Background: an optimization exercise with open tools, aiming at small area and a short achievable clock period. Do not read the settings as production practice.
At most, simulation tests tie the RTL to the original design; equivalence was not proved.
No functional check of the RTL was part of run 2.

==> flow/design.v (outline; a module is shown in full before it is edited, if it fits) <==
// module fp32_round_ne: 23 lines
// module fp32_mult_pipelined: 1094 lines
module fp32_mult_pipelined
(
  input  logic             clk,
  input  logic             rst_n,
  input  logic             start,
  input  logic [fp32_pkg::WIDTH-1:0] a,
  input  logic [fp32_pkg::WIDTH-1:0] b,
  output logic [fp32_pkg::WIDTH-1:0] result,
  output logic             done,
  output logic             overflow,
  output logic             underflow
);
  // ...
==> flow/run.sh <==
#!/bin/bash
# synth_recipe.tcl (not shown) runs the flow's synth.tcl, then flattens the netlist and writes it again
# the make line also repeats each setting of config.mk as NAME=value (left out here)
make -C /OpenROAD-flow-scripts/flow DESIGN_CONFIG=/design/flow/config.mk WORK_HOME=/design/flow/orfs CLKGATE_MAP_FILE= SYNTH_SCRIPT=/design/flow/synth_recipe.tcl finish
==> flow/config.mk <==
export PLATFORM = sky130hd
export DESIGN_NAME = fp32_mult_pipelined
export DESIGN_NICKNAME = fp32_mult_pipelined
export VERILOG_FILES = /design/flow/design.v
export SDC_FILE = /design/flow/constraint.sdc
export NUM_CORES = 4
export LEC_CHECK = 0
export ABC_CLOCK_PERIOD_IN_PS = 4000
export CAP_MARGIN = 20
export CORE_MARGIN = 2
export CORE_UTILIZATION = 40
export SETUP_SLACK_MARGIN = 3.0
export SLEW_MARGIN = 20
==> flow/constraint.sdc <==
create_clock -name core_clock -period 7.0 [get_ports {clk}]
set_input_delay 1.4000 -clock core_clock [delete_from_list [all_inputs] [get_ports {clk}]]
set_output_delay 1.4000 -clock core_clock [all_outputs]
set_load 0.01 [all_outputs]
==> summary.md, run 1 <==
| Metric | Value |
|---|---|
| Met3 wire length | 6507 um |
| Final Util | 46.25% |
| Worst Hold Path Cells | 0 |
| Drt initial violations | 1590 |
| Min Hold Slack | 0.3129 ns |
| DRT Pass-1 Iters | 6 |
| Final worst setup slack | 3.092 ns |
| CTS Sinks | 222 |
| Largest family of logic cells by synthesized area | adder cells |
| Buf+Inv Stages, Crit Path | 4 |
| Compound-gate portion of the synthesized area | 16.37% |
| Detail Route Antenna Nets | 0 |
| Layout cells sized above 1 | 9.687% |
| Register area | 4524 um^2 |
| Worst-Margin Slew | 0.8589 ns |
| CTS clk-pin slew, worst paths | 0.07 ns |
| Run status | timing/DRC/antenna clean |
| FF+latch count, synth | 222 |
| Path depth of the worst reg2reg path | 10 |
| Top cell by count, worst path | fa_1 |
| Grt met2 use | 37.65% |
| Area grow syn2layout | 14.88% |
| Startpoint types | flop |
| Largest net degree at the start of global routing | 30 |
| Number of cells on the critical path | 10 |
| Via count | 17400 |
| Non-clk invs | 346 |
| Register area share after synthesis | 20.67% |
| IO Pins | 102 |
| Clock Tree Root | clkbuf_16 |
| Die Ht | 236.3 um |
| CTS Hold Bufs | 0 |
| Slowest-stage cell, CP | fa_1 |
| Final hold vios | 0 |
| Post-Syn Nets | 2750 |
| Die W | 236.3 um |
| Unrepaired setup endpoints after global routing | false |
==> module fp32_round_ne, before the edit <==
module fp32_round_ne
(
  input  logic [47:0] x_i,
  input  logic [47:0] y_i,
  output logic [22:0] man_o,
  output logic        hi_o
);
  logic [47:0] t;
  logic [21:0] z;
  logic        low0;      
  logic [22:0] man_a, man_b;
  always_comb begin
    t = x_i + y_i;
    z    = (x_i[21:0] ^ y_i[21:0]) ^ {x_i[20:0] | y_i[20:0], 1'b0};
    low0 = ~|z;
    man_a    = t[45:23];
    man_a[0] = t[23] & ~(~t[22] & low0);
    man_b    = t[46:24] + {22'd0, t[23] & t[22]};
    if (t[23] & t[22] & low0) man_b[0] = 1'b0;
    hi_o  = t[47];
    man_o = hi_o ? man_b : man_a;
  end
endmodule
==> run 2, diff against run 1 <==
--- a/flow/design.v
+++ b/flow/design.v
@@ -21,34 +21,28 @@
   function automatic fp_class_t classify(input fp32_t x);
     classify = {(x.exp == '0),
             (x.exp == '1) && (x.man == '0),
             (x.exp == '1) && (x.man != '0)};
   endfunction
 endpackage
 module fp32_round_ne
 (
-  input  logic [47:0] x_i,
-  input  logic [47:0] y_i,
+  input  logic [25:0] t_i,
+  input  logic        low0_i,
   output logic [22:0] man_o,
   output logic        hi_o
 );
-  logic [47:0] t;
-  logic [21:0] z;
-  logic        low0;      
   logic [22:0] man_a, man_b;
   always_comb begin
-    t = x_i + y_i;
-    z    = (x_i[21:0] ^ y_i[21:0]) ^ {x_i[20:0] | y_i[20:0], 1'b0};
-    low0 = ~|z;
-    man_a    = t[45:23];
-    man_a[0] = t[23] & ~(~t[22] & low0);
-    man_b    = t[46:24] + {22'd0, t[23] & t[22]};
-    if (t[23] & t[22] & low0) man_b[0] = 1'b0;
-    hi_o  = t[47];
+    man_a    = t_i[23:1];
+    man_a[0] = t_i[1] & ~(~t_i[0] & low0_i);
+    man_b    = t_i[24:2] + {22'd0, t_i[1] & t_i[0]};
+    if (t_i[1] & t_i[0] & low0_i) man_b[0] = 1'b0;
+    hi_o  = t_i[25];
     man_o = hi_o ? man_b : man_a;
   end
 endmodule
 module fp32_mult_pipelined
 (
   input  logic             clk,
   input  logic             rst_n,
   input  logic             start,
@@ -58,61 +52,60 @@
   output logic             done,
   output logic             overflow,
   output logic             underflow
 );
   fp32_pkg::fp_class_t ca, cb;
   logic        sA;
   logic [2:0]  clsA;      
   logic [9:0]  eA;        
-  logic [3:0]  rngA;      
   logic [25:0] yb;
   logic [11:0] boneA, btwoA, bnegA;
   always_comb begin
     ca = fp32_pkg::classify(a);
     cb = fp32_pkg::classify(b);
     sA      = a[31] ^ b[31];
     clsA[0] = ca.nan | cb.nan | (ca.inf & cb.zero) | (ca.zero & cb.inf);
     clsA[1] = ca.inf | cb.inf;
     clsA[2] = ca.zero | cb.zero;
     eA      = {2'b00, a[30:23]} + {2'b00, b[30:23]} - 10'd127;
-    rngA[0] = $signed(eA) >= $signed(10'd255);
-    rngA[1] = eA == 10'd254;
-    rngA[2] = $signed(eA) <= -$signed(10'd1);
-    rngA[3] = eA == 10'd0;
-    yb = {1'b1, b[22:0], 1'b0, 1'b0};    
     yb = {1'b0, 1'b1, b[22:0], 1'b0};
     for (int k = 0; k < 12; k++) begin
       bnegA[k] = yb[2*k+2];
       boneA[k] = yb[2*k+1] ^ yb[2*k];
       btwoA[k] = (yb[2*k+2] & ~yb[2*k+1] & ~yb[2*k]) | (~yb[2*k+2] & yb[2*k+1] & yb[2*k]);
     end
   end
   logic        vA_q, sA_q;
   logic [2:0]  clsA_q;
   logic [9:0]  eA_q;
-  logic [3:0]  rngA_q;
   logic [22:0] maA_q;
   logic [11:0] bone, btwo, bneg;
   logic [23:0] ma;
+  logic [3:0]  rngB;      
   always_ff @(posedge clk or negedge rst_n) begin
     if (!rst_n) vA_q <= 1'b0;
     else        vA_q <= start;
   end
   always_ff @(posedge clk) begin
     sA_q   <= sA;
     clsA_q <= clsA;
     eA_q   <= eA;
-    rngA_q <= rngA;
     maA_q  <= a[22:0];
     bone   <= boneA;
     btwo   <= btwoA;
     bneg   <= bnegA;
   end
   assign ma = {1'b1, maA_q};
+  always_comb begin
+    rngB[0] = $signed(eA_q) >= $signed(10'd255);
+    rngB[1] = eA_q == 10'd254;
+    rngB[2] = $signed(eA_q) <= -$signed(10'd1);
+    rngB[3] = eA_q == 10'd0;
+  end
   logic bp_0_0, bp_0_1, bp_0_2, bp_0_3, bp_0_4, bp_0_5, bp_0_6, bp_0_7, bp_0_8, bp_0_9, bp_0_10, bp_0_11;
   logic bp_0_12, bp_0_13, bp_0_14, bp_0_15, bp_0_16, bp_0_17, bp_0_18, bp_0_19, bp_0_20, bp_0_21, bp_0_22, bp_0_23;
   logic bp_0_24, bp_1_0, bp_1_1, bp_1_2, bp_1_3, bp_1_4, bp_1_5, bp_1_6, bp_1_7, bp_1_8, bp_1_9, bp_1_10;
   logic bp_1_11, bp_1_12, bp_1_13, bp_1_14, bp_1_15, bp_1_16, bp_1_17, bp_1_18, bp_1_19, bp_1_20, bp_1_21, bp_1_22;
   logic bp_1_23, bp_1_24, bp_2_0, bp_2_1, bp_2_2, bp_2_3, bp_2_4, bp_2_5, bp_2_6, bp_2_7, bp_2_8, bp_2_9;
   logic bp_2_10, bp_2_11, bp_2_12, bp_2_13, bp_2_14, bp_2_15, bp_2_16, bp_2_17, bp_2_18, bp_2_19, bp_2_20, bp_2_21;
   logic bp_2_22, bp_2_23, bp_2_24, bp_3_0, bp_3_1, bp_3_2, bp_3_3, bp_3_4, bp_3_5, bp_3_6, bp_3_7, bp_3_8;
   logic bp_3_9, bp_3_10, bp_3_11, bp_3_12, bp_3_13, bp_3_14, bp_3_15, bp_3_16, bp_3_17, bp_3_18, bp_3_19, bp_3_20;
@@ -169,24 +162,36 @@
   logic fc174, fs175, fc175, fs176, fc176, fs177, fc177, fs178, fc178, hs24, fs179, fc179;
   logic hs25, hc25, hs26, hc26, hs27, hc27, fs180, fc180, fs181, fc181, fs182, fc182;
   logic fs183, fc183, fs184, fc184, fs185, fc185, fs186, fc186, fs187, fc187, fs188, fc188;
   logic fs189, fc189, fs190, fc190, fs191, fc191, fs192, fc192, fs193, fc193, fs194, fc194;
   logic fs195, fc195, fs196, fc196, fs197, fc197, fs198, fc198, fs199, fc199, fs200, fc200;
   logic fs201, fc201, fs202, fc202, fs203, fc203, fs204, fc204, fs205, fc205, fs206, fc206;
   logic fs207, fc207, fs208, fc208, fs209, fc209, fs210, fc210, fs211, fc211, fs212, fc212;
   logic fs213, fc213, fs214, fc214, fs215, fc215, fs216, fc216, fs217, fc217, fs218, fc218;
-  logic fs219, fc219, hs28, hc28, hs29, hc29, hs30, hc30, fs220, fc220, fs221, fc221;
-  logic fs222, fc222, fs223, fc223, fs224, fc224, fs225, fc225, fs226, fc226, fs227, fc227;
-  logic fs228, fc228, fs229, fc229, fs230, fc230, fs231, fc231, fs232, fc232, fs233, fc233;
-  logic fs234, fc234, fs235, fc235, fs236, fc236, fs237, fc237, fs238, fc238, fs239, fc239;
-  logic fs240, fc240, fs241, fc241, fs242, fc242, fs243, fc243, fs244, fc244, fs245, fc245;
-  logic fs246, fc246, fs247, fc247, fs248, fc248, fs249, fc249, fs250, fc250, fs251, fc251;
-  logic fs252, fc252, fs253, fc253, fs254, fc254, fs255, fc255, fs256, fc256, fs257, fc257;
-  logic fs258, fc258, fs259, fc259, fs260, fc260, fs261, fc261, fs262, fc262, hs31;
+  logic fs219, fc219, hs28, hc28, rt4_0_0_q, rt4_0_1_q, rt4_1_0_q, rt4_2_0_q, rt4_2_1_q, rt4_2_2_q, rt4_3_0_q, rt4_3_1_q;
+  logic rt4_4_0_q, rt4_4_1_q, rt4_4_2_q, rt4_5_0_q, rt4_5_1_q, rt4_5_2_q, rt4_6_0_q, rt4_6_1_q, rt4_6_2_q, rt4_7_0_q, rt4_7_1_q, rt4_7_2_q;
+  logic rt4_8_0_q, rt4_8_1_q, rt4_8_2_q, rt4_9_0_q, rt4_9_1_q, rt4_9_2_q, rt4_10_0_q, rt4_10_1_q, rt4_10_2_q, rt4_11_0_q, rt4_11_1_q, rt4_11_2_q;
+  logic rt4_12_0_q, rt4_12_1_q, rt4_12_2_q, rt4_13_0_q, rt4_13_1_q, rt4_13_2_q, rt4_14_0_q, rt4_14_1_q, rt4_14_2_q, rt4_15_0_q, rt4_15_1_q, rt4_15_2_q;
+  logic rt4_16_0_q, rt4_16_1_q, rt4_16_2_q, rt4_17_0_q, rt4_17_1_q, rt4_17_2_q, rt4_18_0_q, rt4_18_1_q, rt4_18_2_q, rt4_19_0_q, rt4_19_1_q, rt4_19_2_q;
+  logic rt4_20_0_q, rt4_20_1_q, rt4_20_2_q, rt4_21_0_q, rt4_21_1_q, rt4_21_2_q, rt4_22_0_q, rt4_22_1_q, rt4_22_2_q, rt4_23_0_q, rt4_23_1_q, rt4_23_2_q;
+  logic rt4_24_0_q, rt4_24_1_q, rt4_24_2_q, rt4_25_0_q, rt4_25_1_q, rt4_25_2_q, rt4_26_0_q, rt4_26_1_q, rt4_26_2_q, rt4_27_0_q, rt4_27_1_q, rt4_27_2_q;
+  logic rt4_28_0_q, rt4_28_1_q, rt4_28_2_q, rt4_29_0_q, rt4_29_1_q, rt4_29_2_q, rt4_30_0_q, rt4_30_1_q, rt4_30_2_q, rt4_31_0_q, rt4_31_1_q, rt4_31_2_q;
+  logic rt4_32_0_q, rt4_32_1_q, rt4_32_2_q, rt4_33_0_q, rt4_33_1_q, rt4_33_2_q, rt4_34_0_q, rt4_34_1_q, rt4_34_2_q, rt4_35_0_q, rt4_35_1_q, rt4_35_2_q;
+  logic rt4_36_0_q, rt4_36_1_q, rt4_36_2_q, rt4_37_0_q, rt4_37_1_q, rt4_37_2_q, rt4_38_0_q, rt4_38_1_q, rt4_38_2_q, rt4_39_0_q, rt4_39_1_q, rt4_39_2_q;
+  logic rt4_40_0_q, rt4_40_1_q, rt4_40_2_q, rt4_41_0_q, rt4_41_1_q, rt4_41_2_q, rt4_42_0_q, rt4_42_1_q, rt4_42_2_q, rt4_43_0_q, rt4_43_1_q, rt4_43_2_q;
+  logic rt4_44_1_q, rt4_44_2_q, rt4_45_0_q, rt4_45_1_q, rt4_45_2_q, rt4_46_1_q, rt4_46_2_q, rt4_47_1_q, hs29, hc29, hs30, hc30;
+  logic fs220, fc220, fs221, fc221, fs222, fc222, fs223, fc223, fs224, fc224, fs225, fc225;
+  logic fs226, fc226, fs227, fc227, fs228, fc228, fs229, fc229, fs230, fc230, fs231, fc231;
+  logic fs232, fc232, fs233, fc233, fs234, fc234, fs235, fc235, fs236, fc236, fs237, fc237;
+  logic fs238, fc238, fs239, fc239, fs240, fc240, fs241, fc241, fs242, fc242, fs243, fc243;
+  logic fs244, fc244, fs245, fc245, fs246, fc246, fs247, fc247, fs248, fc248, fs249, fc249;
+  logic fs250, fc250, fs251, fc251, fs252, fc252, fs253, fc253, fs254, fc254, fs255, fc255;
+  logic fs256, fc256, fs257, fc257, fs258, fc258, fs259, fc259, fs260, fc260, fs261, fc261;
+  logic fs262, fc262, hs31;
   logic [47:0] xB, yB;
   assign bp_0_0 = ((bone[0] & ma[0])) ^ bneg[0];
   assign bp_0_1 = ((bone[0] & ma[1]) | (btwo[0] & ma[0])) ^ bneg[0];
   assign bp_0_2 = ((bone[0] & ma[2]) | (btwo[0] & ma[1])) ^ bneg[0];
   assign bp_0_3 = ((bone[0] & ma[3]) | (btwo[0] & ma[2])) ^ bneg[0];
   assign bp_0_4 = ((bone[0] & ma[4]) | (btwo[0] & ma[3])) ^ bneg[0];
   assign bp_0_5 = ((bone[0] & ma[5]) | (btwo[0] & ma[4])) ^ bneg[0];
   assign bp_0_6 = ((bone[0] & ma[6]) | (btwo[0] & ma[5])) ^ bneg[0];
@@ -974,170 +979,318 @@
   assign fs217 = ma[19] ^ fs179 ^ fc178;
   assign fc217 = (ma[19] & fs179) | (fc178 & (ma[19] ^ fs179));
   assign fs218 = ma[20] ^ hs25 ^ fc179;
   assign fc218 = (ma[20] & hs25) | (fc179 & (ma[20] ^ hs25));
   assign fs219 = ~bneg[10] ^ bp_11_23 ^ ma[21];
   assign fc219 = (~bneg[10] & bp_11_23) | (ma[21] & (~bneg[10] ^ bp_11_23));
   assign hs28 = bp_11_24 ^ ma[22];
   assign hc28 = bp_11_24 & ma[22];
-  assign hs29 = bp_0_2 ^ bp_1_0;
-  assign hc29 = bp_0_2 & bp_1_0;
-  assign hs30 = bp_0_3 ^ bp_1_1;
-  assign hc30 = bp_0_3 & bp_1_1;
-  assign fs220 = bp_2_0 ^ bneg[2] ^ hs26;
-  assign fc220 = (bp_2_0 & bneg[2]) | (hs26 & (bp_2_0 ^ bneg[2]));
-  assign fs221 = bp_2_1 ^ hs27 ^ hc26;
-  assign fc221 = (bp_2_1 & hs27) | (hc26 & (bp_2_1 ^ hs27));
-  assign fs222 = hs20 ^ fs180 ^ hc27;
-  assign fc222 = (hs20 & fs180) | (hc27 & (hs20 ^ fs180));
-  assign fs223 = hc20 ^ fs181 ^ fc180;
-  assign fc223 = (hc20 & fs181) | (fc180 & (hc20 ^ fs181));
-  assign fs224 = hc21 ^ fs182 ^ fc181;
-  assign fc224 = (hc21 & fs182) | (fc181 & (hc21 ^ fs182));
-  assign fs225 = hc22 ^ fs183 ^ fc182;
-  assign fc225 = (hc22 & fs183) | (fc182 & (hc22 ^ fs183));
-  assign fs226 = hc23 ^ fs184 ^ fc183;
-  assign fc226 = (hc23 & fs184) | (fc183 & (hc23 ^ fs184));
-  assign fs227 = fc115 ^ fs185 ^ fc184;
-  assign fc227 = (fc115 & fs185) | (fc184 & (fc115 ^ fs185));
-  assign fs228 = fc117 ^ fs186 ^ fc185;
-  assign fc228 = (fc117 & fs186) | (fc185 & (fc117 ^ fs186));
-  assign fs229 = fc119 ^ fs187 ^ fc186;
-  assign fc229 = (fc119 & fs187) | (fc186 & (fc119 ^ fs187));
-  assign fs230 = fc121 ^ fs188 ^ fc187;
-  assign fc230 = (fc121 & fs188) | (fc187 & (fc121 ^ fs188));
-  assign fs231 = fc123 ^ fs189 ^ fc188;
-  assign fc231 = (fc123 & fs189) | (fc188 & (fc123 ^ fs189));
-  assign fs232 = fc125 ^ fs190 ^ fc189;
-  assign fc232 = (fc125 & fs190) | (fc189 & (fc125 ^ fs190));
-  assign fs233 = fc127 ^ fs191 ^ fc190;
-  assign fc233 = (fc127 & fs191) | (fc190 & (fc127 ^ fs191));
-  assign fs234 = fc129 ^ fs192 ^ fc191;
-  assign fc234 = (fc129 & fs192) | (fc191 & (fc129 ^ fs192));
-  assign fs235 = fc131 ^ fs193 ^ fc192;
-  assign fc235 = (fc131 & fs193) | (fc192 & (fc131 ^ fs193));
-  assign fs236 = fc133 ^ fs194 ^ fc193;
-  assign fc236 = (fc133 & fs194) | (fc193 & (fc133 ^ fs194));
-  assign fs237 = fc135 ^ fs195 ^ fc194;
-  assign fc237 = (fc135 & fs195) | (fc194 & (fc135 ^ fs195));
-  assign fs238 = fc137 ^ fs196 ^ fc195;
-  assign fc238 = (fc137 & fs196) | (fc195 & (fc137 ^ fs196));
-  assign fs239 = fc139 ^ fs197 ^ fc196;
-  assign fc239 = (fc139 & fs197) | (fc196 & (fc139 ^ fs197));
-  assign fs240 = fc141 ^ fs198 ^ fc197;
-  assign fc240 = (fc141 & fs198) | (fc197 & (fc141 ^ fs198));
-  assign fs241 = fc143 ^ fs199 ^ fc198;
-  assign fc241 = (fc143 & fs199) | (fc198 & (fc143 ^ fs199));
-  assign fs242 = fc145 ^ fs200 ^ fc199;
-  assign fc242 = (fc145 & fs200) | (fc199 & (fc145 ^ fs200));
-  assign fs243 = fc147 ^ fs201 ^ fc200;
-  assign fc243 = (fc147 & fs201) | (fc200 & (fc147 ^ fs201));
-  assign fs244 = fc149 ^ fs202 ^ fc201;
-  assign fc244 = (fc149 & fs202) | (fc201 & (fc149 ^ fs202));
-  assign fs245 = fc151 ^ fs203 ^ fc202;
-  assign fc245 = (fc151 & fs203) | (fc202 & (fc151 ^ fs203));
-  assign fs246 = fc153 ^ fs204 ^ fc203;
-  assign fc246 = (fc153 & fs204) | (fc203 & (fc153 ^ fs204));
-  assign fs247 = fc155 ^ fs205 ^ fc204;
-  assign fc247 = (fc155 & fs205) | (fc204 & (fc155 ^ fs205));
-  assign fs248 = fc157 ^ fs206 ^ fc205;
-  assign fc248 = (fc157 & fs206) | (fc205 & (fc157 ^ fs206));
-  assign fs249 = fc159 ^ fs207 ^ fc206;
-  assign fc249 = (fc159 & fs207) | (fc206 & (fc159 ^ fs207));
-  assign fs250 = fc161 ^ fs208 ^ fc207;
-  assign fc250 = (fc161 & fs208) | (fc207 & (fc161 ^ fs208));
-  assign fs251 = fc163 ^ fs209 ^ fc208;
-  assign fc251 = (fc163 & fs209) | (fc208 & (fc163 ^ fs209));
-  assign fs252 = fc165 ^ fs210 ^ fc209;
-  assign fc252 = (fc165 & fs210) | (fc209 & (fc165 ^ fs210));
-  assign fs253 = fc167 ^ fs211 ^ fc210;
-  assign fc253 = (fc167 & fs211) | (fc210 & (fc167 ^ fs211));
-  assign fs254 = fc169 ^ fs212 ^ fc211;
-  assign fc254 = (fc169 & fs212) | (fc211 & (fc169 ^ fs212));
-  assign fs255 = fc171 ^ fs213 ^ fc212;
-  assign fc255 = (fc171 & fs213) | (fc212 & (fc171 ^ fs213));
-  assign fs256 = fc173 ^ fs214 ^ fc213;
-  assign fc256 = (fc173 & fs214) | (fc213 & (fc173 ^ fs214));
-  assign fs257 = fc175 ^ fs215 ^ fc214;
-  assign fc257 = (fc175 & fs215) | (fc214 & (fc175 ^ fs215));
-  assign fs258 = fc177 ^ fs216 ^ fc215;
-  assign fc258 = (fc177 & fs216) | (fc215 & (fc177 ^ fs216));
-  assign fs259 = ma[18] ^ fs217 ^ fc216;
-  assign fc259 = (ma[18] & fs217) | (fc216 & (ma[18] ^ fs217));
-  assign fs260 = ~(fs218 ^ fc217);
-  assign fc260 = fs218 | fc217;
-  assign fs261 = hc25 ^ fs219 ^ fc218;
-  assign fc261 = (hc25 & fs219) | (fc218 & (hc25 ^ fs219));
-  assign fs262 = ~(hs28 ^ fc219);
-  assign fc262 = hs28 | fc219;
-  assign hs31 = ~hc28;
-  assign xB = {hs31, fs262, fs261, fs260, fs259, fs258, fs257, fs256, fs255, fs254, fs253, fs252, fs251, fs250, fs249, fs248, fs247, fs246, fs245, fs244, fs243, fs242, fs241, fs240, fs239, fs238, fs237, fs236, fs235, fs234, fs233, fs232, fs231, fs230, fs229, fs228, fs227, fs226, fs225, fs224, fs223, fs222, fs221, fs220, hs30, bneg[1], bp_0_1, bp_0_0};
-  assign yB = {fc262, fc261, fc260, fc259, fc258, fc257, fc256, fc255, fc254, fc253, fc252, fc251, fc250, fc249, fc248, fc247, fc246, fc245, fc244, fc243, fc242, fc241, fc240, fc239, fc238, fc237, fc236, fc235, fc234, fc233, fc232, fc231, fc230, fc229, fc228, fc227, fc226, fc225, fc224, fc223, fc222, fc221, fc220, hc30, hc29, hs29, 1'b0, bneg[0]};
-  logic v_end_q;
-  logic s_end_q;
-  logic [2:0] cls_end_q;
-  logic [9:0] e_end_q;
-  logic [3:0] rng_end_q;
-  logic [47:0] xC, yC;
+  assign hs29 = rt4_2_0_q ^ rt4_2_1_q;
+  assign hc29 = rt4_2_0_q & rt4_2_1_q;
+  assign hs30 = rt4_3_0_q ^ rt4_3_1_q;
+  assign hc30 = rt4_3_0_q & rt4_3_1_q;
+  assign fs220 = rt4_4_0_q ^ rt4_4_1_q ^ rt4_4_2_q;
+  assign fc220 = (rt4_4_0_q & rt4_4_1_q) | (rt4_4_2_q & (rt4_4_0_q ^ rt4_4_1_q));
+  assign fs221 = rt4_5_0_q ^ rt4_5_1_q ^ rt4_5_2_q;
+  assign fc221 = (rt4_5_0_q & rt4_5_1_q) | (rt4_5_2_q & (rt4_5_0_q ^ rt4_5_1_q));
+  assign fs222 = rt4_6_0_q ^ rt4_6_1_q ^ rt4_6_2_q;
+  assign fc222 = (rt4_6_0_q & rt4_6_1_q) | (rt4_6_2_q & (rt4_6_0_q ^ rt4_6_1_q));
+  assign fs223 = rt4_7_0_q ^ rt4_7_1_q ^ rt4_7_2_q;
+  assign fc223 = (rt4_7_0_q & rt4_7_1_q) | (rt4_7_2_q & (rt4_7_0_q ^ rt4_7_1_q));
+  assign fs224 = rt4_8_0_q ^ rt4_8_1_q ^ rt4_8_2_q;
+  assign fc224 = (rt4_8_0_q & rt4_8_1_q) | (rt4_8_2_q & (rt4_8_0_q ^ rt4_8_1_q));
+  assign fs225 = rt4_9_0_q ^ rt4_9_1_q ^ rt4_9_2_q;
+  assign fc225 = (rt4_9_0_q & rt4_9_1_q) | (rt4_9_2_q & (rt4_9_0_q ^ rt4_9_1_q));
+  assign fs226 = rt4_10_0_q ^ rt4_10_1_q ^ rt4_10_2_q;
+  assign fc226 = (rt4_10_0_q & rt4_10_1_q) | (rt4_10_2_q & (rt4_10_0_q ^ rt4_10_1_q));
+  assign fs227 = rt4_11_0_q ^ rt4_11_1_q ^ rt4_11_2_q;
+  assign fc227 = (rt4_11_0_q & rt4_11_1_q) | (rt4_11_2_q & (rt4_11_0_q ^ rt4_11_1_q));
+  assign fs228 = rt4_12_0_q ^ rt4_12_1_q ^ rt4_12_2_q;
+  assign fc228 = (rt4_12_0_q & rt4_12_1_q) | (rt4_12_2_q & (rt4_12_0_q ^ rt4_12_1_q));
+  assign fs229 = rt4_13_0_q ^ rt4_13_1_q ^ rt4_13_2_q;
+  assign fc229 = (rt4_13_0_q & rt4_13_1_q) | (rt4_13_2_q & (rt4_13_0_q ^ rt4_13_1_q));
+  assign fs230 = rt4_14_0_q ^ rt4_14_1_q ^ rt4_14_2_q;
+  assign fc230 = (rt4_14_0_q & rt4_14_1_q) | (rt4_14_2_q & (rt4_14_0_q ^ rt4_14_1_q));
+  assign fs231 = rt4_15_0_q ^ rt4_15_1_q ^ rt4_15_2_q;
+  assign fc231 = (rt4_15_0_q & rt4_15_1_q) | (rt4_15_2_q & (rt4_15_0_q ^ rt4_15_1_q));
+  assign fs232 = rt4_16_0_q ^ rt4_16_1_q ^ rt4_16_2_q;
+  assign fc232 = (rt4_16_0_q & rt4_16_1_q) | (rt4_16_2_q & (rt4_16_0_q ^ rt4_16_1_q));
+  assign fs233 = rt4_17_0_q ^ rt4_17_1_q ^ rt4_17_2_q;
+  assign fc233 = (rt4_17_0_q & rt4_17_1_q) | (rt4_17_2_q & (rt4_17_0_q ^ rt4_17_1_q));
+  assign fs234 = rt4_18_0_q ^ rt4_18_1_q ^ rt4_18_2_q;
+  assign fc234 = (rt4_18_0_q & rt4_18_1_q) | (rt4_18_2_q & (rt4_18_0_q ^ rt4_18_1_q));
+  assign fs235 = rt4_19_0_q ^ rt4_19_1_q ^ rt4_19_2_q;
+  assign fc235 = (rt4_19_0_q & rt4_19_1_q) | (rt4_19_2_q & (rt4_19_0_q ^ rt4_19_1_q));
+  assign fs236 = rt4_20_0_q ^ rt4_20_1_q ^ rt4_20_2_q;
+  assign fc236 = (rt4_20_0_q & rt4_20_1_q) | (rt4_20_2_q & (rt4_20_0_q ^ rt4_20_1_q));
+  assign fs237 = rt4_21_0_q ^ rt4_21_1_q ^ rt4_21_2_q;
+  assign fc237 = (rt4_21_0_q & rt4_21_1_q) | (rt4_21_2_q & (rt4_21_0_q ^ rt4_21_1_q));
+  assign fs238 = rt4_22_0_q ^ rt4_22_1_q ^ rt4_22_2_q;
+  assign fc238 = (rt4_22_0_q & rt4_22_1_q) | (rt4_22_2_q & (rt4_22_0_q ^ rt4_22_1_q));
+  assign fs239 = rt4_23_0_q ^ rt4_23_1_q ^ rt4_23_2_q;
+  assign fc239 = (rt4_23_0_q & rt4_23_1_q) | (rt4_23_2_q & (rt4_23_0_q ^ rt4_23_1_q));
+  assign fs240 = rt4_24_0_q ^ rt4_24_1_q ^ rt4_24_2_q;
+  assign fc240 = (rt4_24_0_q & rt4_24_1_q) | (rt4_24_2_q & (rt4_24_0_q ^ rt4_24_1_q));
+  assign fs241 = rt4_25_0_q ^ rt4_25_1_q ^ rt4_25_2_q;
+  assign fc241 = (rt4_25_0_q & rt4_25_1_q) | (rt4_25_2_q & (rt4_25_0_q ^ rt4_25_1_q));
+  assign fs242 = rt4_26_0_q ^ rt4_26_1_q ^ rt4_26_2_q;
+  assign fc242 = (rt4_26_0_q & rt4_26_1_q) | (rt4_26_2_q & (rt4_26_0_q ^ rt4_26_1_q));
+  assign fs243 = rt4_27_0_q ^ rt4_27_1_q ^ rt4_27_2_q;
+  assign fc243 = (rt4_27_0_q & rt4_27_1_q) | (rt4_27_2_q & (rt4_27_0_q ^ rt4_27_1_q));
+  assign fs244 = rt4_28_0_q ^ rt4_28_1_q ^ rt4_28_2_q;
+  assign fc244 = (rt4_28_0_q & rt4_28_1_q) | (rt4_28_2_q & (rt4_28_0_q ^ rt4_28_1_q));
+  assign fs245 = rt4_29_0_q ^ rt4_29_1_q ^ rt4_29_2_q;
+  assign fc245 = (rt4_29_0_q & rt4_29_1_q) | (rt4_29_2_q & (rt4_29_0_q ^ rt4_29_1_q));
+  assign fs246 = rt4_30_0_q ^ rt4_30_1_q ^ rt4_30_2_q;
+  assign fc246 = (rt4_30_0_q & rt4_30_1_q) | (rt4_30_2_q & (rt4_30_0_q ^ rt4_30_1_q));
+  assign fs247 = rt4_31_0_q ^ rt4_31_1_q ^ rt4_31_2_q;
+  assign fc247 = (rt4_31_0_q & rt4_31_1_q) | (rt4_31_2_q & (rt4_31_0_q ^ rt4_31_1_q));
+  assign fs248 = rt4_32_0_q ^ rt4_32_1_q ^ rt4_32_2_q;
+  assign fc248 = (rt4_32_0_q & rt4_32_1_q) | (rt4_32_2_q & (rt4_32_0_q ^ rt4_32_1_q));
+  assign fs249 = rt4_33_0_q ^ rt4_33_1_q ^ rt4_33_2_q;
+  assign fc249 = (rt4_33_0_q & rt4_33_1_q) | (rt4_33_2_q & (rt4_33_0_q ^ rt4_33_1_q));
+  assign fs250 = rt4_34_0_q ^ rt4_34_1_q ^ rt4_34_2_q;
+  assign fc250 = (rt4_34_0_q & rt4_34_1_q) | (rt4_34_2_q & (rt4_34_0_q ^ rt4_34_1_q));
+  assign fs251 = rt4_35_0_q ^ rt4_35_1_q ^ rt4_35_2_q;
+  assign fc251 = (rt4_35_0_q & rt4_35_1_q) | (rt4_35_2_q & (rt4_35_0_q ^ rt4_35_1_q));
+  assign fs252 = rt4_36_0_q ^ rt4_36_1_q ^ rt4_36_2_q;
+  assign fc252 = (rt4_36_0_q & rt4_36_1_q) | (rt4_36_2_q & (rt4_36_0_q ^ rt4_36_1_q));
+  assign fs253 = rt4_37_0_q ^ rt4_37_1_q ^ rt4_37_2_q;
+  assign fc253 = (rt4_37_0_q & rt4_37_1_q) | (rt4_37_2_q & (rt4_37_0_q ^ rt4_37_1_q));
+  assign fs254 = rt4_38_0_q ^ rt4_38_1_q ^ rt4_38_2_q;
+  assign fc254 = (rt4_38_0_q & rt4_38_1_q) | (rt4_38_2_q & (rt4_38_0_q ^ rt4_38_1_q));
+  assign fs255 = rt4_39_0_q ^ rt4_39_1_q ^ rt4_39_2_q;
+  assign fc255 = (rt4_39_0_q & rt4_39_1_q) | (rt4_39_2_q & (rt4_39_0_q ^ rt4_39_1_q));
+  assign fs256 = rt4_40_0_q ^ rt4_40_1_q ^ rt4_40_2_q;
+  assign fc256 = (rt4_40_0_q & rt4_40_1_q) | (rt4_40_2_q & (rt4_40_0_q ^ rt4_40_1_q));
+  assign fs257 = rt4_41_0_q ^ rt4_41_1_q ^ rt4_41_2_q;
+  assign fc257 = (rt4_41_0_q & rt4_41_1_q) | (rt4_41_2_q & (rt4_41_0_q ^ rt4_41_1_q));
+  assign fs258 = rt4_42_0_q ^ rt4_42_1_q ^ rt4_42_2_q;
+  assign fc258 = (rt4_42_0_q & rt4_42_1_q) | (rt4_42_2_q & (rt4_42_0_q ^ rt4_42_1_q));
+  assign fs259 = rt4_43_0_q ^ rt4_43_1_q ^ rt4_43_2_q;
+  assign fc259 = (rt4_43_0_q & rt4_43_1_q) | (rt4_43_2_q & (rt4_43_0_q ^ rt4_43_1_q));
+  assign fs260 = ~(rt4_44_1_q ^ rt4_44_2_q);
+  assign fc260 = rt4_44_1_q | rt4_44_2_q;
+  assign fs261 = rt4_45_0_q ^ rt4_45_1_q ^ rt4_45_2_q;
+  assign fc261 = (rt4_45_0_q & rt4_45_1_q) | (rt4_45_2_q & (rt4_45_0_q ^ rt4_45_1_q));
+  assign fs262 = ~(rt4_46_1_q ^ rt4_46_2_q);
+  assign fc262 = rt4_46_1_q | rt4_46_2_q;
+  assign hs31 = ~rt4_47_1_q;
+  assign xB = {hs31, fs262, fs261, fs260, fs259, fs258, fs257, fs256, fs255, fs254, fs253, fs252, fs251, fs250, fs249, fs248, fs247, fs246, fs245, fs244, fs243, fs242, fs241, fs240, fs239, fs238, fs237, fs236, fs235, fs234, fs233, fs232, fs231, fs230, fs229, fs228, fs227, fs226, fs225, fs224, fs223, fs222, fs221, fs220, hs30, rt4_2_2_q, rt4_1_0_q, rt4_0_0_q};
+  assign yB = {fc262, fc261, fc260, fc259, fc258, fc257, fc256, fc255, fc254, fc253, fc252, fc251, fc250, fc249, fc248, fc247, fc246, fc245, fc244, fc243, fc242, fc241, fc240, fc239, fc238, fc237, fc236, fc235, fc234, fc233, fc232, fc231, fc230, fc229, fc228, fc227, fc226, fc225, fc224, fc223, fc222, fc221, fc220, hc30, hc29, hs29, 1'b0, rt4_0_1_q};
+  logic v_t4_q;
+  logic s_t4_q;
+  logic [2:0] cls_t4_q;
+  logic [9:0] e_t4_q;
+  logic [3:0] rng_t4_q;
   always_ff @(posedge clk or negedge rst_n) begin
-    if (!rst_n) v_end_q <= 1'b0;
-    else        v_end_q <= vA_q;
+    if (!rst_n) v_t4_q <= 1'b0;
+    else        v_t4_q <= vA_q;
   end
   always_ff @(posedge clk) begin
-    s_end_q <= sA_q;
-    cls_end_q <= clsA_q;
-    e_end_q <= eA_q;
-    rng_end_q <= rngA_q;
-    xC <= xB;
-    yC <= yB;
+    s_t4_q <= sA_q;
+    cls_t4_q <= clsA_q;
+    e_t4_q <= eA_q;
+    rng_t4_q <= rngB;
+    rt4_0_0_q <= bp_0_0;
+    rt4_0_1_q <= bneg[0];
+    rt4_1_0_q <= bp_0_1;
+    rt4_2_0_q <= bp_0_2;
+    rt4_2_1_q <= bp_1_0;
+    rt4_2_2_q <= bneg[1];
+    rt4_3_0_q <= bp_0_3;
+    rt4_3_1_q <= bp_1_1;
+    rt4_4_0_q <= bp_2_0;
+    rt4_4_1_q <= bneg[2];
+    rt4_4_2_q <= hs26;
+    rt4_5_0_q <= bp_2_1;
+    rt4_5_1_q <= hs27;
+    rt4_5_2_q <= hc26;
+    rt4_6_0_q <= hs20;
+    rt4_6_1_q <= fs180;
+    rt4_6_2_q <= hc27;
+    rt4_7_0_q <= hc20;
+    rt4_7_1_q <= fs181;
+    rt4_7_2_q <= fc180;
+    rt4_8_0_q <= hc21;
+    rt4_8_1_q <= fs182;
+    rt4_8_2_q <= fc181;
+    rt4_9_0_q <= hc22;
+    rt4_9_1_q <= fs183;
+    rt4_9_2_q <= fc182;
+    rt4_10_0_q <= hc23;
+    rt4_10_1_q <= fs184;
+    rt4_10_2_q <= fc183;
+    rt4_11_0_q <= fc115;
+    rt4_11_1_q <= fs185;
+    rt4_11_2_q <= fc184;
+    rt4_12_0_q <= fc117;
+    rt4_12_1_q <= fs186;
+    rt4_12_2_q <= fc185;
+    rt4_13_0_q <= fc119;
+    rt4_13_1_q <= fs187;
+    rt4_13_2_q <= fc186;
+    rt4_14_0_q <= fc121;
+    rt4_14_1_q <= fs188;
+    rt4_14_2_q <= fc187;
+    rt4_15_0_q <= fc123;
+    rt4_15_1_q <= fs189;
+    rt4_15_2_q <= fc188;
+    rt4_16_0_q <= fc125;
+    rt4_16_1_q <= fs190;
+    rt4_16_2_q <= fc189;
+    rt4_17_0_q <= fc127;
+    rt4_17_1_q <= fs191;
+    rt4_17_2_q <= fc190;
+    rt4_18_0_q <= fc129;
+    rt4_18_1_q <= fs192;
+    rt4_18_2_q <= fc191;
+    rt4_19_0_q <= fc131;
+    rt4_19_1_q <= fs193;
+    rt4_19_2_q <= fc192;
+    rt4_20_0_q <= fc133;
+    rt4_20_1_q <= fs194;
+    rt4_20_2_q <= fc193;
+    rt4_21_0_q <= fc135;
+    rt4_21_1_q <= fs195;
+    rt4_21_2_q <= fc194;
+    rt4_22_0_q <= fc137;
+    rt4_22_1_q <= fs196;
+    rt4_22_2_q <= fc195;
+    rt4_23_0_q <= fc139;
+    rt4_23_1_q <= fs197;
+    rt4_23_2_q <= fc196;
+    rt4_24_0_q <= fc141;
+    rt4_24_1_q <= fs198;
+    rt4_24_2_q <= fc197;
+    rt4_25_0_q <= fc143;
+    rt4_25_1_q <= fs199;
+    rt4_25_2_q <= fc198;
+    rt4_26_0_q <= fc145;
+    rt4_26_1_q <= fs200;
+    rt4_26_2_q <= fc199;
+    rt4_27_0_q <= fc147;
+    rt4_27_1_q <= fs201;
+    rt4_27_2_q <= fc200;
+    rt4_28_0_q <= fc149;
+    rt4_28_1_q <= fs202;
+    rt4_28_2_q <= fc201;
+    rt4_29_0_q <= fc151;
+    rt4_29_1_q <= fs203;
+    rt4_29_2_q <= fc202;
+    rt4_30_0_q <= fc153;
+    rt4_30_1_q <= fs204;
+    rt4_30_2_q <= fc203;
+    rt4_31_0_q <= fc155;
+    rt4_31_1_q <= fs205;
+    rt4_31_2_q <= fc204;
+    rt4_32_0_q <= fc157;
+    rt4_32_1_q <= fs206;
+    rt4_32_2_q <= fc205;
+    rt4_33_0_q <= fc159;
+    rt4_33_1_q <= fs207;
+    rt4_33_2_q <= fc206;
+    rt4_34_0_q <= fc161;
+    rt4_34_1_q <= fs208;
+    rt4_34_2_q <= fc207;
+    rt4_35_0_q <= fc163;
+    rt4_35_1_q <= fs209;
+    rt4_35_2_q <= fc208;
+    rt4_36_0_q <= fc165;
+    rt4_36_1_q <= fs210;
+    rt4_36_2_q <= fc209;
+    rt4_37_0_q <= fc167;
+    rt4_37_1_q <= fs211;
+    rt4_37_2_q <= fc210;
+    rt4_38_0_q <= fc169;
+    rt4_38_1_q <= fs212;
+    rt4_38_2_q <= fc211;
+    rt4_39_0_q <= fc171;
+    rt4_39_1_q <= fs213;
+    rt4_39_2_q <= fc212;
+    rt4_40_0_q <= fc173;
+    rt4_40_1_q <= fs214;
+    rt4_40_2_q <= fc213;
+    rt4_41_0_q <= fc175;
+    rt4_41_1_q <= fs215;
+    rt4_41_2_q <= fc214;
+    rt4_42_0_q <= fc177;
+    rt4_42_1_q <= fs216;
+    rt4_42_2_q <= fc215;
+    rt4_43_0_q <= ma[18];
+    rt4_43_1_q <= fs217;
+    rt4_43_2_q <= fc216;
+    rt4_44_1_q <= fs218;
+    rt4_44_2_q <= fc217;
+    rt4_45_0_q <= hc25;
+    rt4_45_1_q <= fs219;
+    rt4_45_2_q <= fc218;
+    rt4_46_1_q <= hs28;
+    rt4_46_2_q <= fc219;
+    rt4_47_1_q <= hc28;
+  end
+  logic [47:0] xC, yC;
+  assign xC = xB;
+  assign yC = yB;
+  logic [47:0] tC;
+  logic [21:0] zC;
+  logic        low0C;     
+  always_comb begin
+    tC = xC + yC;
+    zC    = (xC[21:0] ^ yC[21:0]) ^ {xC[20:0] | yC[20:0], 1'b0};
+    low0C = ~|zC;
   end
-  logic [22:0] mC;
-  logic        hiC;
-  logic [31:0] resC;
-  logic        ovfC, unfC;
+  logic [25:0] tD;
+  logic        low0D;
+  assign tD    = tC[47:22];
+  assign low0D = low0C;
+  logic [22:0] mD;
+  logic        hiD;
+  logic [31:0] resD;
+  logic        ovfD, unfD;
   fp32_round_ne u_round (
-    .x_i   (xC),
-    .y_i   (yC),
-    .man_o (mC),
-    .hi_o  (hiC)
+    .t_i    (tD),
+    .low0_i (low0D),
+    .man_o  (mD),
+    .hi_o   (hiD)
   );
   always_comb begin
     logic [7:0] ef;
-    ef   = e_end_q[7:0] + {7'd0, hiC};
-    ovfC = rng_end_q[0] | (rng_end_q[1] & hiC);
-    unfC = rng_end_q[2] | (rng_end_q[3] & ~hiC);
-    if (cls_end_q[0]) begin
-      resC = fp32_pkg::QNAN;
-      ovfC = 1'b0;
-      unfC = 1'b0;
-    end else if (cls_end_q[1]) begin
-      resC = {s_end_q, 8'hFF, 23'h0};
-      ovfC = 1'b0;
-      unfC = 1'b0;
-    end else if (cls_end_q[2]) begin
-      resC = {s_end_q, 31'h0};
-      ovfC = 1'b0;
-      unfC = 1'b0;
-    end else if (ovfC) begin
-      resC = {s_end_q, 8'hFF, 23'h0};
-    end else if (unfC) begin
-      resC = {s_end_q, 31'h0};
+    ef   = e_t4_q[7:0] + {7'd0, hiD};
+    ovfD = rng_t4_q[0] | (rng_t4_q[1] & hiD);
+    unfD = rng_t4_q[2] | (rng_t4_q[3] & ~hiD);
+    if (cls_t4_q[0]) begin
+      resD = fp32_pkg::QNAN;
+      ovfD = 1'b0;
+      unfD = 1'b0;
+    end else if (cls_t4_q[1]) begin
+      resD = {s_t4_q, 8'hFF, 23'h0};
+      ovfD = 1'b0;
+      unfD = 1'b0;
+    end else if (cls_t4_q[2]) begin
+      resD = {s_t4_q, 31'h0};
+      ovfD = 1'b0;
+      unfD = 1'b0;
+    end else if (ovfD) begin
+      resD = {s_t4_q, 8'hFF, 23'h0};
+    end else if (unfD) begin
+      resD = {s_t4_q, 31'h0};
     end else begin
-      resC = {s_end_q, ef, mC};
+      resD = {s_t4_q, ef, mD};
     end
   end
-  logic        vC_q, ovfC_q, unfC_q;
-  logic [31:0] resC_q;
+  logic        vD_q, ovfD_q, unfD_q;
+  logic [31:0] resD_q;
   always_ff @(posedge clk or negedge rst_n) begin
-    if (!rst_n) vC_q <= 1'b0;
-    else        vC_q <= v_end_q;
+    if (!rst_n) vD_q <= 1'b0;
+    else        vD_q <= v_t4_q;
   end
   always_ff @(posedge clk) begin
-    resC_q <= resC;
-    ovfC_q <= ovfC;
-    unfC_q <= unfC;
+    resD_q <= resD;
+    ovfD_q <= ovfD;
+    unfD_q <= unfD;
   end
-  assign result    = resC_q;
-  assign done      = vC_q;
-  assign overflow  = ovfC_q;
-  assign underflow = unfC_q;
+  assign result    = resD_q;
+  assign done      = vD_q;
+  assign overflow  = ovfD_q;
+  assign underflow = unfD_q;
 endmodule
==> flow/flow/run.sh (new file) <==
#!/bin/bash
# Layout flow: the standard flow (standard.sh) with two changes:
#  - synthesis skips the quick "abc -fast" pass inside Yosys's "synth -run fine:" so the full and
#    half adders written in the RTL reach extract_fa as written (fewer inverters between them);
#    everything else, including the register set, is the standard flow's synthesis script unchanged;
#  - ports are buffered with sky130_fd_sc_hd__buf_1 instead of the default delay buffer.
# Each tool's output goes to its own log here and under orfs/logs.
set -euo pipefail
{
  echo 'proc synth {args} { if {[lsearch -exact $args fine:] >= 0} { yosys synth -nofsm -noshare -noabc {*}$args } else { yosys synth -nofsm -noshare {*}$args } }'
  tail -n +2 synth_recipe.tcl
} > synth_noabc.tcl
bash standard.sh SYNTH_SCRIPT="$PWD/synth_noabc.tcl" BUFFER_PORTS_ARGS="-buffer_cell sky130_fd_sc_hd__buf_1" finish > standard.log 2>&1
==> flow/standard.sh (new file) <==
#!/bin/bash
# synth_recipe.tcl (not shown) runs the flow's synth.tcl, then flattens the netlist and writes it again
# the make line also repeats each setting of config.mk as NAME=value (left out here)
make -C /OpenROAD-flow-scripts/flow DESIGN_CONFIG=/design/flow/config.mk WORK_HOME=/design/flow/orfs CLKGATE_MAP_FILE= SYNTH_SCRIPT=/design/flow/synth_recipe.tcl "${@:-finish}"
==> flow/config.mk (replaced) <==
export PLATFORM = sky130hd
export DESIGN_NAME = fp32_mult_pipelined
export DESIGN_NICKNAME = fp32_mult_pipelined
export VERILOG_FILES = /design/flow/design.v
export SDC_FILE = /design/flow/constraint.sdc
export NUM_CORES = 4
export LEC_CHECK = 0
export ABC_AREA = 1
export CAP_MARGIN = 20
export CORE_MARGIN = 2
export CORE_UTILIZATION = 40
export SETUP_SLACK_MARGIN = 3.5
export SLEW_MARGIN = 20
removed: flow/run.sh
==> run 2 against run 1 <==
Critical endpoint is now resD_q[11]$_SDFF_PP0_. Register-to-register slack better by 0.34 ns. Still clean on timing, DRC and antenna. Highest routed layer is now met5. Largest cell class unchanged. Sequential share of layout area is 1.4 points higher.
==> summary.md, run 2 <==
| Metric | Value |
|---|---|
| Vias in the first global route | 20630 (was 17990) |
| DRC | 0 (unchanged) |
| Setup TNS Final | 0 ns (unchanged) |
| Largest register FFs | 32 (was 48) |
| Final Critical Period | 3.568 ns (was 3.908 ns) |
| DP Area | 23700 um^2 (was 23150 um^2) |
| Grt met2 use | 41.99% (was 37.65%) |
| Startpoint types | flop (unchanged) |
| GRT Util Overall | 26.55% (was 23.36%) |
| Crit. End Element | flop (unchanged) |
| GRT met1 Usage | 33.10% (was 30.85%) |
| GPL Wtd Cong | 0.9756 (was 0.8695) |
| Post-synth EDFFs | 0 (unchanged) |
| Unrepaired setup endpoints after global routing | true (was false) |
| Core footprint | 56280 um^2 (was 53600 um^2) |
| WL final | 79450 um (was 66380 um) |
| CTS tree | built (unchanged) |
| Total global routing overflow | 0 (unchanged) |
| Ys Warns | 2 (unchanged) |
| DRT Pass-1 Iters | 6 (unchanged) |
| Starting density of the core | 40.40% (was 40.26%) |
| Final worst setup slack | 3.432 ns (was 3.092 ns) |
| Hold crit path type | flop to flop (unchanged) |
| Clock latency (worst-skew pair) | 0.57 ns (about the same) |
| Top reg by flops | resD_q (was xC) |
| Area grow syn2layout | 18.13% (was 14.88%) |
| Most frequent cell after synthesis | nand2_1 (was inv_1) |
| Vias per inst | 5.486 (was 5.686) |
| Die W | 242.4 um (was 236.3 um) |
| Net count, final | 3342 (was 2784) |
| Synth area leaders | dfxtp_1 23%, fa_1 22%, xor2_1 11%, nand2_1 8.2%, o22ai_1 7.3% (was fa_1 23%, dfxtp_1 20%, a22oi_1 8.9%, xor2_1 7.5%, ha_1 7.3%) |
| Synth Cell Area | 22740 um^2 (was 21580 um^2) |
| Kind of critical path | flop to flop (unchanged) |
| TritonCTS buffer count | 34 (was 28) |
| Die area | 58770 um^2 (was 55820 um^2) |
| Clock Tree Root | clkbuf_16 (unchanged) |
| # setup viols final | 0 (unchanged) |
| CTS clk-pin slew, worst paths | 0.06 ns (was 0.07 ns) |
| Register area share after synthesis | 23.05% (was 20.67%) |
| Synth top area share | 22.72% (was 23.10%) |
| Routed len/inst | 21.63 um (was 21.69 um) |
| First-pass GRT wire length | 119600 um (was 102500 um) |
| Die Ht | 242.4 um (was 236.3 um) |
| Met3 Use GR | 7.001% (was 5.465%) |
| Max-slew headroom | 50.30% (was 42.53%) |
| Final hold vios | 0 (unchanged) |
| Max_cap viols | 0 (unchanged) |
| FMAX | 280.2 MHz (was 255.9 MHz) |
| H-Tree Depth | 2 (was 1) |
| CP Max Fanout | 4 (was 27) |
| CTS Hold Bufs | 0 (unchanged) |
| Clock Path Buffers | 3 (unchanged) |
| Post-Syn Nets | 3178 (was 2750) |
| Req. time, crit path | 7.46 ns (was 7.42 ns) |
| Largest net degree at the start of global routing | 30 (unchanged) |
| Fin crit share | 50.98% (was 55.84%) |
| Cells after synthesis | 2728 (was 2308) |
| Initial antenna violation count | 1 (was 0) |
| Async set-or-reset flop fraction in the synthesized netlist | 1.149% (was 1.351%) |
| Via count | 20150 (was 17400) |
| I/O Buffers | 101 (unchanged) |
| Commonest non-fill, non-tap cell in the layout | nand2_1 (was inv_1) |
| Layout Cell Area excl Fill | 26860 um^2 (was 24790 um^2) |
| Yosys top cell by area | dfxtp_1 (was fa_1) |
| Post-synth top cells | 496 x nand2_1, 422 x inv_1, 293 x xor2_1 (was 343 x inv_1, 257 x a22oi_1, 249 x fa_1) |
| # diodes | 0 (unchanged) |
| Worst-Margin Slew | 0.7445 ns (was 0.8589 ns) |
| CTS Sinks | 261 (was 222) |
| Final count of pins violating max slew | 0 (unchanged) |
| Rows | 87 (was 85) |
| Average cell area after synthesis | 8.335 um^2 (was 9.349 um^2) |
| Detail Route Antenna Nets | 0 (unchanged) |
| Netlist cell types | 47 (was 89) |
| Top flop regs | resD_q x32, maA_q x23 (was xC x48, yC x47, resC_q x32) |
| DP Worst Slack | 2.902 ns (was 2.548 ns) |
| Critical path data arrival time | 4.02 ns (was 4.33 ns) |
| FF+latch count, synth | 261 (was 222) |
| GRT busiest layer | met2 (unchanged) |
| Layout cells sized above 1 | 16.31% (was 9.687%) |
| Ys flop type | dfxtp_1 (unchanged) |
| Skew final | 0.02594 ns (was 0.01838 ns) |
| Drt initial violations | 2140 (was 1590) |
| IO Pins | 102 (unchanged) |
| HPWL after DPL | 53480 um (was 45350 um) |
| Run status | timing/DRC/antenna clean (unchanged) |
| Most frequent cells in the layout | 456 x nand2_1, 380 x inv_1, 292 x xor2_1 (was 343 x inv_1, 254 x a22oi_1, 248 x fa_1) |
==> run 2: final timing paths <==
path                               startpoint               endpoint  slack (ns)  depth (start not counted)
setup / recovery           rt4_15_2_q$_DFF_P_  resD_q[11]$_SDFF_PP0_        3.43                         23
hold / removal              clsA_q[1]$_DFF_P_    cls_t4_q[1]$_DFF_P_        0.33                          0
setup reg to reg           rt4_15_2_q$_DFF_P_  resD_q[11]$_SDFF_PP0_        3.43                         23
hold reg to reg             clsA_q[1]$_DFF_P_    cls_t4_q[1]$_DFF_P_        0.33                          0
max in group asynchronous               rst_n         vD_q$_DFF_PN0_        6.22                          1
min in group asynchronous               rst_n       v_t4_q$_DFF_PN0_        0.62                          1
==> run 2: cell type report <==
type / count / area, um^2
well taps: 756 / 945.9
repair buffers: 229 / 1459
repair inverters: 30 / 180.2
inverters: 440 / 1793
clock inverters: 18 / 203.9
clock buffers: 44 / 949.7
multi-input cells: 1896 / 16040
flip-flops and latches: 261 / 5291
fillers: 5443 / 29420
==> run 2: cell families (layout without fill, tap and decap cells) <==
group                      count (synthesis)  count (layout)  synth area share (%)
buffers and inverters                    572             761                 9.536
AOI/OAI and AO/OA                        364             364                 9.833
muxes                                      2               2               0.09904
and+or+nand+nor                          821             822                 15.47
xor gates and xnor gates                 325             325                 12.52
adders and majority gates                383             383                 29.49
DFF                                      261             261                 23.05
==> run 2: critical path, cell delays in order, from the launching register on <==
cell and delay [ns]:
dfxtp_1 0.32, fa_1 0.60, inv_2 0.07, ha_4 0.30
nand2_1 0.13, nor2_4 0.15, nand2_2 0.10, nor2_1 0.12
nand2_2 0.08, nand3_4 0.11, xnor2_2 0.08, or2_4 0.26
inv_4 0.06, ha_4 0.15, buf_4 0.11, nand2_2 0.06
nor2_4 0.12, nand2_2 0.09, nor2_4 0.17, nand2_2 0.08
nand2_2 0.07, nand2_1 0.05, o21ai_1 0.13, nor2_1 0.06
==> run 2: per-layer routing <==
| layer | routed length [um] | share of wire [%] |
|---|---|---|
| met5 | 13 | 0.016 |
| met4 | 5230 | 6.6 |
| met3 | 8765 | 11 |
| met2 | 34610 | 44 |
| met1 | 30840 | 39 |
==> run 2: through the flow <==
stage	utilization, %	hold WS [ns]	std cells
after detailed placement	42.12	0.3146	3470
after floorplan	-	0.3096	2728
final	47.73	0.3256	3674
after global routing	47.73	0.3391	3674
after global placement	42.09	0.3114	3469
after CTS	46.81	0.3287	3642
==> run 2: timing repair <==
| item | 4_1_cts | 5_1_grt |
|---|---|---|
| pin swaps | 34 | 52 |
| resized for setup | 139 | 116 |
| buffers inserted | 83 | 28 |
| cloned | 27 | 4 |
| endpoints found under the setup margin | 65 | 63 |

==> static timing again, ports no longer ideal <==
The flow's constraints put no driver on any port. The routed layouts listed below were extracted and timed again, unchanged, in two steps.
Step 1 (the two cells are an assumption about what drives the block):
set clk [get_ports {clk}]
set_driving_cell -lib_cell sky130_fd_sc_hd__clkbuf_16 $clk
set_driving_cell -lib_cell sky130_fd_sc_hd__buf_2 [delete_from_list [all_inputs] $clk]
Step 2 adds t to the input delays and takes it off the output delays; t is the mean of the earliest and latest rising clock arrival at the registers after step 1. Input paths then give back, and output paths get back, about the clock's delay inside the block.
Slacks: ideal ports / drivers / drivers and shift; pairs: ideal ports / drivers.
run	t (ns)	slack for setup (ns)	worst setup path after step 2	slew at the worst register clock pin (ns)
run 1	0.623	3.092 / 3.092 / 2.518	input to register	0.07 / 0.07
run 2	0.619	3.432 / 3.432 / 3.432	register to register	0.07 / 0.07
After both steps every run listed still meets setup and hold. For run 1, which loses most, drivers alone change the setup slack by 0.000 ns; drivers and shift together by -0.574 ns.
